This design comes from an exercise in tuning for small area and a short achievable clock period on the open sky130 flow, not from production work.
The RTL was checked by simulation tests, not by an equivalence proof against the original design.

==> inputs of job 5273 <==
// timing_recovery_top
module timing_recovery_top (
  input  logic               clk,
  input  logic               reset_n,
  input  logic [31:0]        sample_i,     
  output logic [31:0]        sym_o,        
  output logic               sym_valid_o,
  output logic [18:0]        err_o,        
  output logic signed [11:0] ctrl_o
);
export LEC_CHECK = 0
export CAP_MARGIN = 20
export CORE_MARGIN = 2
export CORE_UTILIZATION = 40
export SLEW_MARGIN = 20
create_clock -name core_clock -period 12.0 [get_ports {clk}]
standard.sh (not shown) runs the stock make flow with config.mk's settings and CLKGATE_MAP_FILE= SYNTH_SCRIPT=/design/flow/synth_recipe.tcl, a recipe that flattens the netlist after the stock synthesis.
==> flow/flow/run.sh <==
#!/bin/bash
# The standard layout (the standard.sh, unchanged synthesis and steps) with
# two make settings: the timing repair steps aim for 6 ns of setup slack
# (SETUP_SLACK_MARGIN=6), and every input and output port still gets its own
# buffer, but a buf_1 rather than the default delay buffer (BUFFER_PORTS_ARGS);
# the repair steps resize the ones on critical paths. The make output goes to
# standard_flow.log; each ORFS step also keeps its own log under orfs/logs.
set -euo pipefail
bash standard.sh SETUP_SLACK_MARGIN=6 "BUFFER_PORTS_ARGS=-buffer_cell sky130_fd_sc_hd__buf_1" finish > standard_flow.log 2>&1
==> inputs of job 3030, as changes to job 5273 <==
CTS_CLUSTER_DIAMETER = 100   (was unset)
CTS_CLUSTER_SIZE = 25   (was unset)
TNS_END_PERCENT = 5   (was unset)
==> impl_metrics.yaml <==
run_status:
  status: "finished clean"
timing:
  fin_worst_skew_ns: 0.0293
grt:
  grtUsageTotal: 0.197
placement:
  dp.final_hpwl_um: 43800
cells_and_area:
  seq_share: 0.349
setup_path:
  critPathMaxFanout: 8
That was job 3030.
==> impl_metrics.yaml <==
run_status:
  status: "finished clean"
floorplan:
  pin_count: 98
setup_path:
  critPathMaxFanout: 18
cells_and_area:
  seq_share: 0.336
timing:
  fin_worst_skew_ns: 0.0214
grt:
  grtUsageTotal: 0.213
clocking:
  clk_pin_slew_ns: 0.06
placement:
  dp.final_hpwl_um: 46500
That was job 5273.


==> run E: inputs <==
Another version of the RTL of timing_recovery_top (not shown whole).
## timing_recovery_top
module timing_recovery_top (
  input  logic               clk,
  input  logic               reset_n,
  input  logic [31:0]        sample_i,     
  output logic [31:0]        sym_o,        
  output logic               sym_valid_o,
  output logic [18:0]        err_o,        
  output logic signed [11:0] ctrl_o
);
==> flow/config.mk <==
export PLATFORM = sky130hd
export DESIGN_NAME = timing_recovery_top
export DESIGN_NICKNAME = timing_recovery_top
export VERILOG_FILES = /design/flow/design.v
export SDC_FILE = /design/flow/constraint.sdc
export NUM_CORES = 4
export LEC_CHECK = 0
export CAP_MARGIN = 20
export CORE_MARGIN = 2
export CORE_UTILIZATION = 40
export SLEW_MARGIN = 20
==> flow/constraint.sdc <==
create_clock -name core_clock -period 12.0 [get_ports {clk}]
set_input_delay 2.4000 -clock core_clock [delete_from_list [all_inputs] [get_ports {clk}]]
set_output_delay 2.4000 -clock core_clock [all_outputs]
set_load 0.01 [all_outputs]
==> flow/flow/run.sh <==
#!/bin/bash
set -euo pipefail
bash standard.sh SETUP_SLACK_MARGIN=7 finish > standard_flow.log 2>&1
==> inputs of run C, as changes to run E <==
==> flow/run.sh (new file) <==
#!/bin/bash
# synth_recipe.tcl (not shown) runs the flow's synth.tcl, then flattens the netlist and writes it again
# the make line also repeats each setting of config.mk as NAME=value (left out here)
make -C /OpenROAD-flow-scripts/flow DESIGN_CONFIG=/design/flow/config.mk WORK_HOME=/design/flow/orfs CLKGATE_MAP_FILE= SYNTH_SCRIPT=/design/flow/synth_recipe.tcl finish
SETUP_SLACK_MARGIN = 5   (was default)
removed: flow/flow/run.sh
removed: flow/standard.sh
==> comparison table <==
|  | run E | run C |
|---|---|---|
| Status | finished clean | finished clean |
| Top sig layer | met4 | met5 |
| Reg-to-reg endpoint | u_lf.ctrl_q[4] | u_lf.ctrl_q[6] |
| Final Instance Count excl. Fillers | 3,284 | 3,139 |
| Period utilization | 51.9% | 56.8% |
| Final critical-path required period | 6.23 ns | 6.82 ns |
| Top fanout value on the critical path | 2 | 6 |
| R2R depth | 23 | 21 |
| Footprint of the flip-flops and latches | 0.00935 mm^2 | 0.00934 mm^2 |
| Critical path's largest stage delay | 0.55 ns | 0.54 ns |
| Achievable clock frequency | 160 MHz | 147 MHz |
| Worst Path Arrival | 3.83 ns | 4.42 ns |

[re-timing with driven ports]
How much do the figures lean on ideal ports? The routed layouts below were timed once more, with nothing changed but the port constraints. Step 1 sets driving cells, clkbuf_16 on the clock port and buf_2 on the other inputs (assumed; they add their load-dependent delay and slew). Step 2 times the ports against the registers' clock, not the clock port: input delays grow and output delays shrink by t, the midpoint of the rising clock arrivals with the driver on. a / b / c = ideal ports / drivers / drivers and shift; a / b = the first two.
run | shift t [ns] | setup WS [ns] | hold slack, ns
job 5273 | 0.633 | 6.106 / 6.128 / 5.509 | 0.324 / 0.324 / 0.324
job 3030 | 0.626 | 6.018 / 6.054 / 5.428 | 0.328 / 0.328 / 0.328
run E | 0.643 | 5.768 / 5.712 / 5.847 | 0.315 / 0.315 / 0.315
run C | 0.644 | 5.180 / 5.116 / 5.129 | 0.307 / 0.307 / 0.307
After both steps setup and hold are still met in every run listed. The setup slack of job 5273, which loses most, moves by +0.022 ns with the drivers and by -0.597 ns with both steps.
